Context: an optimization exercise on an open-source flow, tuned for small area. The choices shown serve that exercise and are no tape-out recipe. Function was checked by simulation only, so behaviour that the tests miss may differ from the original. Power figures rest on the tool's default switching activity, not on a simulated workload.

==> design/flow/design.v <==
module pipeCpu #(
	parameter int imemDepth = 64,
	parameter int dmemDepth = 64
) (
	input logic clk,
	input logic rstN,
	input logic imemWrite,
	input logic [31:0] imemData,
	input logic run,
	output logic wbValid,
	output logic [4:0] wbIdx,
	output logic [31:0] wbData
);
	localparam int tagW = 7;
	localparam int slotW = tagW + 32;
	logic [2:0] ph;  
	logic [6:0] loadPtr;  
	logic [6:0] pc;  
	logic act;  
	logic memRev;  
	logic rec;  
	logic lockA, lockB;  
	logic [31:0] ir;
	logic [31:0] opA, opB;
	logic [8*slotW-1:0] head;  
	logic [8*slotW-1:0] tail;  
	logic [7:0] pend;  
	logic [7:0] loadIns, runIns;
	logic [7:0] mA, mB, laneOk, hiA, hiB;
	logic start, first, last, validRow;
	logic [31:0] fetchW;
	logic [4:0] rsE, rtE;
	logic [tagW-1:0] keyA, keyB;
	logic enA, enB;
	logic [31:0] selA, selB;
	logic anyA, anyB;
	logic [tagW-1:0] recTag;
	logic [31:0] recData;
	logic [2:0] recLane;
	logic [5:0] op, fn;
	logic isR, rOk, isSlti, isLw, isSw, zext, writes, sub, lt;
	logic [4:0] dest;
	logic [3:0] k;
	logic [31:0] b, sum, res;
	assign op = ir[31:26];
	assign fn = ir[5:0];
	assign isR = op == 6'h00;
	assign rOk = fn == 6'h20 || fn == 6'h22 || fn == 6'h24 || fn == 6'h25 ||
		fn == 6'h26 || fn == 6'h27 || fn == 6'h2a;
	assign isSlti = op == 6'h0a;
	assign isLw = op == 6'h23;
	assign isSw = op == 6'h2b;
	assign zext = op == 6'h0c || op == 6'h0d || op == 6'h0e;
	assign writes = (isR && rOk) || op == 6'h08 || isSlti || zext || isLw;
	assign dest = isR ? ir[15:11] : ir[20:16];
	assign k = isR ? fn[3:0] : op[3:0];
	assign sub = isR ? fn[2:0] == 3'b010 : isSlti;
	assign b = isR ? opB : {zext ? 16'b0 : {16{ir[15]}}, ir[15:0]};
	assign sum = opA + (sub ? ~b : b) + {31'b0, sub};
	assign lt = (opA[31] ^ b[31]) ? opA[31] : sum[31];
	always_comb
	begin
		case (k[2:0])
			3'b100: res = opA & b;
			3'b101: res = opA | b;
			3'b110: res = opA ^ b;
			3'b111: res = ~(opA | b);
			default: res = (k[3] && k[1]) ? {31'b0, lt} : sum;
		endcase
	end
	assign recData = (isLw || isSw) ? opB : res;
	assign recTag = isSw ? {1'b1, sum[5:0]} : {2'b00, writes ? dest : 5'd0};
	assign recLane = pc[2:0] - 3'd1;
	for (genvar j = 0; j < 8; j++)
	begin : g_lane
		logic [8*slotW-1:0] st;  
		logic [31:0] bufW;
		logic [2:0] row;
		assign row = (3'(j) < loadPtr[2:0]) ? loadPtr[5:3] : loadPtr[5:3] - 3'd1;
		assign loadIns[j] = pend[j] && ph == row;
		assign runIns[j] = rec && recLane == 3'(j);
		assign tail[j*slotW +: slotW] = st[7*slotW +: slotW];
		assign head[j*slotW +: 32] = runIns[j] ? recData : loadIns[j] ? bufW : st[7*slotW +: 32];
		assign head[j*slotW+32 +: tagW] = runIns[j] ? recTag : st[7*slotW+32 +: tagW];
		always_ff @(posedge clk)
		begin
			st <= {st[7*slotW-1:0], head[j*slotW +: slotW]};
			if (imemWrite && !loadPtr[6] && loadPtr[2:0] == 3'(j))
				bufW <= imemData;
			if (!rstN)
				pend[j] <= 1'b0;
			else if (imemWrite && !loadPtr[6] && loadPtr[2:0] == 3'(j))
				pend[j] <= 1'b1;
			else if (loadIns[j])
				pend[j] <= 1'b0;
		end
	end
	always_comb
	begin
		fetchW = '0;
		for (int j = 0; j < 8; j++)
			fetchW = fetchW | ({32{pc[2:0] == 3'(j)}} & tail[j*slotW +: 32]);
	end
	assign start = !act && run && pc < loadPtr && pend == '0 && ph == pc[5:3];
	assign first = ph == pc[5:3] && (start || (act && memRev));
	assign validRow = ph < pc[5:3];
	assign last = act && ph + 3'd1 == pc[5:3];
	assign rsE = start ? fetchW[25:21] : ir[25:21];
	assign rtE = start ? fetchW[20:16] : ir[20:16];
	assign keyA = {2'b00, rsE};
	assign keyB = memRev ? {1'b1, sum[5:0]} : {2'b00, rtE};
	assign enA = (start || (act && !memRev)) && rsE != 5'd0;
	assign enB = ((start || (act && !memRev)) && rtE != 5'd0) || (act && memRev);
	always_comb
	begin
		for (int j = 0; j < 8; j++)
		begin
			laneOk[j] = first ? 3'(j) < pc[2:0] : validRow;
			mA[j] = enA && laneOk[j] && head[j*slotW+32 +: tagW] == keyA;
			mB[j] = enB && laneOk[j] && head[j*slotW+32 +: tagW] == keyB;
		end
	end
	always_comb
	begin
		selA = '0;
		selB = '0;
		hiA = '0;
		hiB = '0;
		for (int j = 6; j >= 0; j--)
		begin
			hiA[j] = hiA[j + 1] | mA[j + 1];
			hiB[j] = hiB[j + 1] | mB[j + 1];
		end
		for (int j = 0; j < 8; j++)
		begin
			selA = selA | ({32{mA[j] && !hiA[j]}} & head[j*slotW +: 32]);
			selB = selB | ({32{mB[j] && !hiB[j]}} & head[j*slotW +: 32]);
		end
	end
	assign anyA = mA != '0;
	assign anyB = mB != '0;
	always_ff @(posedge clk)
	begin
		if (start)
			ir <= fetchW;
		if (start || (act && !memRev && anyA && !lockA))
			opA <= selA;
		if (first || (act && anyB && !lockB))
			opB <= selB;
		if (start)
			lockA <= anyA;
		if (first)
			lockB <= anyB;
		wbIdx <= dest;
		wbData <= recData;
		if (!rstN)
		begin
			ph <= '0;
			loadPtr <= '0;
			pc <= '0;
			act <= 1'b0;
			memRev <= 1'b0;
			rec <= 1'b0;
			wbValid <= 1'b0;
		end
		else
		begin
			ph <= ph + 3'd1;
			if (imemWrite && !loadPtr[6])
				loadPtr <= loadPtr + 7'd1;
			wbValid <= rec && writes && dest != 5'd0;
			rec <= 1'b0;
			if (start)
				act <= 1'b1;
			if (last)
			begin
				if (!memRev && isLw)
					memRev <= 1'b1;
				else
				begin
					act <= 1'b0;
					memRev <= 1'b0;
					rec <= 1'b1;
					pc <= pc + 7'd1;
				end
			end
		end
	end
endmodule
==> design/flow/run.sh <==
#!/bin/bash
# synth_recipe.tcl (not shown) runs the flow's synth.tcl, then flattens the netlist and writes it again
# the make line also repeats each setting of config.mk as NAME=value (left out here)
make -C /OpenROAD-flow-scripts/flow DESIGN_CONFIG=/design/flow/config.mk WORK_HOME=/design/flow/orfs CLKGATE_MAP_FILE= SYNTH_SCRIPT=/design/flow/synth_recipe.tcl finish
==> design/flow/config.mk <==
export PLATFORM = sky130hd
export DESIGN_NAME = pipeCpu
export DESIGN_NICKNAME = pipeCpu
export VERILOG_FILES = /design/flow/design.v
export SDC_FILE = /design/flow/constraint.sdc
export NUM_CORES = 4
export LEC_CHECK = 0
export CAP_MARGIN = 20
export CORE_MARGIN = 2
export CORE_UTILIZATION = 35
export SLEW_MARGIN = 20
==> design/flow/constraint.sdc <==
create_clock -name core_clock -period 10.0 [get_ports {clk}]
set_input_delay 2.0000 -clock core_clock [delete_from_list [all_inputs] [get_ports {clk}]]
set_output_delay 2.0000 -clock core_clock [all_outputs]
set_load 0.01 [all_outputs]
==> impl_metrics.tcl <==
set metrics [dict create \
    status "finished clean" \
    avgSynthCellArea_um2 13.4 \
    r2r_start "ir[29]" \
    place_hpwl_um 168000 \
    cap_violations 0 \
    gr-max-usage-layer "met2" \
    synthMuxAreaShare_pct 3.72 \
    h-tree-depth 5 \
    peakVddDrop_mv 0.215 \
    antenna_found_initial 24 \
    fin_crit_ns 8.16 \
    die-area_um2 239000 \
    rows 177 \
    endpoint_kind "flip-flop" \
    final_common_cell "dfxtp_1" \
    wire_per_inst_um 26.0 \
    hold_end "g_lane[0].st[256]" \
    die_w_um 489 \
    whs_path_depth 0 \
    dp.cells 9234 \
    post_cts_buffers 0 \
    dpl_cell_area_um2 87400 \
    ioPinCount 74 \
    initial_core_util_pct 35.3 \
    ys_seq_area_share_pct 75.3 \
    finalWirelength_um 254000 \
    setup_violations 0 \
    grt_pass1_vias 47506 \
    synthXorXnorAreaFrac_pct 1.65 \
    setup.worst_path.class "flip-flop to flip-flop" \
    cts_tree "yes" \
    cp.arrival_ns 8.79 \
    die_h_um 489 \
    yosys.area_share.adder_pct 1.82 \
    min-delay-start "g_lane[0].st[217]" \
    synth_top_area_cell "dfxtp_1" \
    vias_per_cell 5.06 \
    synth.area.top_cells "dfxtp_1 62%, edfxtp_1 13%, mux2i_1 2.8%" \
    setup_tns_ns 0 \
    maxSlewViolCount 0 \
    reg2regPathDepth 19 \
    synth_top_area_share_pct 62.3 \
    synth_top_family_by_area "compound AO/OA/AOI/OAI gates" \
    use_met2_pct 31.4 \
    final_net_count 6553 \
    yosys.area_share.simple_pct 6.83 \
    ys_ff_latch 2916 \
    cts-hold-fix-buffers 0 \
    synth_compound_area_share_pct 8.87 \
    fin_area_um2 96800 \
    critPathMaxFanout 23 \
    dr.pass1.iters 6 \
    fin_util_pct 41.5 \
    cp-start-kind "flip-flop" \
    met3_usage_pct 4.91 \
    yosysUniqueCellTypes 101 \
    grt-ovfl-total 0 \
    cts-root-buf "clkbuf_16" \
    ys_warn_count 1 \
    fmax_ghz 0.123 \
    core_um2 233000 \
    cts_buffer_depth 4 \
    drc 0 \
    synthesis.nets 6294 \
    final_cell_mix "2561 x dfxtp_1, 555 x nand2_1, 354 x edfxtp_1" \
    rrSetupSlack_ns 1.84 \
    ant_nets 0 \
    synthFlopType "dfxtp_1" \
    post-route-period-util_pct 81.6 \
    power_density_nw_per_um2 245 \
    hold_path.class "flip-flop to flip-flop" \
    required_ns 10.64 \
    cts.clk_slew.worst_paths_ns 0.06 \
    post_cts_resized 0 \
    r2r-end "opB[3]" \
    via_count 49322 \
    cts_sinks 2916 \
    met1_usage_pct 28.3 \
    numCtsBuffers 294 \
    insertion_delay_ns 0.96 \
    grt_max_degree 50 \
    drive_gt1_share_pct 11.6 \
    grt_pass1_wl_um 353000 \
    synth_area_um2 82300 \
    fin_worst_skew_ns 0.118 \
    drt_iter0_markers 5771 \
    finalHoldViolCount 0 \
    rsz0062_at_grt "false" \
    syn_inst 6139 \
    portBuffers 73 \
    startpoint "ir[29]" \
    place.gp.congestion 0.965 \
    area_delta_synth_final_pct 17.7 \
    slew_headroom_pct 15.2 \
    synth_edf_count 354 \
    worst_pin_slew_ns 1.27 \
    p_leak_uw 0.0383 \
    track_usage_pct 20.8 \
    async_flop_share_pct 0 \
    fillers 21264 \
    fin_cells 9751 \
]
==> cell families (layout without fill, tap and decap cells) <==
logic type	Yosys count	in the layout
DFF	2916	2916
and+or+nand+nor	1209	1209
AOI/OAI and AO/OA	1052	1052
buffers and inverters	391	866
muxes	297	297
xor gates and xnor gates	155	155
adders and majority gates	119	119
other	0	5
==> worst max-delay path: stages, from the launching register on <==
cell       delay (ns)
edfxtp_1         0.69
nor2_1           0.55
nand2_1          0.21
o31ai_4          0.87
buf_4            0.35
xnor2_1          0.11
ha_1             0.39
a21o_1           0.28
nand2b_1         0.18
o221a_2          0.27
nor3_1           0.42
buf_4            0.26
nor2_1           0.13
a2111o_1         0.50
nor4b_2          0.51
o2bb2ai_1        0.42
or4b_4           0.32
nand4bb_1        0.17
a31o_2           0.89
buf_4            0.30
==> metrics by stage <==
step / setup WS (ns) / hold slack [ns] / power (uW)
floorplan: 3.74 / 0.310 / 12900
global placement: 2.07 / 0.310 / 13400
detailed placement: 2.02 / 0.312 / 13400
CTS: 2.03 / 0.253 / 23900
global route: 1.49 / 0.272 / 24500
finish: 1.84 / 0.267 / 23700
==> flip-flops by register name (all words and copies together) (netlist names) <==
signal and flops:
wbValid 1, wbIdx 5, memRev 1, ir 32, pend 8, opA 32
act 1, pc 7, wbData 32, g_lane.bufW 256, ph 3, loadPtr 7
rec 1, g_lane.st 2496, lockA 1, opB 32, lockB 1
==> power by group <==
part / leakage (uW) / internal (uW) / total, uW / switching (uW)
registers: 0.0239 / 12200 / 12300 / 109
clock network: 0.00463 / 6180 / 10600 / 4410
logic: 0.00972 / 272 / 888 / 615
==> worst max-delay path by stage <==
stage / endpoint / slack (ns) / cells after the start
floorplan: opB[0] / 3.74 / 20
global placement: opA[16] / 2.07 / 15
detailed placement: opA[20] / 2.02 / 14
CTS: opB[3] / 2.03 / 18
global route: opB[3] / 1.49 / 18
finish: opB[3] / 1.84 / 19
==> routing by layer <==
layer | up-vias | routed length [um]
li1 | 22005 | -
met1 | 24231 | 110000
met2 | 2429 | 109000
met3 | 649 | 22100
met4 | 8 | 12000
met5 | - | 53
==> Yosys cell counts, types with 39 or more instances <==
cell type and n:
xnor2_1 117, mux2_2 69, o211ai_1 41, inv_1 129
ha_1 118, dfxtp_1 2562, o21ai_0 281, o21a_1 47
a31oi_1 59, and2_1 39, a22oi_1 124, nand3_1 129
clkbuf_1 196, nand4_1 50, nor2_1 209, a21oi_1 126
edfxtp_1 354, mux2i_1 227, a222oi_1 58, nand2_1 563
==> cell type report <==
| type | instances | area, um^2 | area share [%] |
|---|---|---|---|
| inverters | 131 | 492 | 0.508 |
| clock buffers | 405 | 8380 | 8.66 |
| diodes | 5 | 12.5 | 0.0129 |
| flip-flops and latches | 2916 | 61900 | 64.0 |
| multi-input cells | 2832 | 19300 | 19.9 |
| clock inverters | 107 | 977 | 1.01 |
| well taps | 3132 | 3920 | 4.05 |
| repair buffers | 223 | 1860 | 1.92 |

==> separate check: timing with driven ports <==
In the flow no input, the clock included, has a driving cell. The finished layout below was timed again as built, in two steps. Step 1 assumes that a clkbuf_16 drives the clock port and a buf_2 every other input. Step 2 times the ports against the registers' clock, not the clock port: input delays grow and output delays shrink by t, the midpoint of the rising clock arrivals with the driver on. Three values: no drivers, after step 1, after step 2; two values: the first two.
t, ns: 0.986
setup WS [ns]: 1.842 / 1.842 / 1.842
cell pins on the clock port's net: 1
After both steps this run still meets setup and hold. For this run, drivers alone change the setup slack by 0.000 ns; drivers and shift together by 0.000 ns.
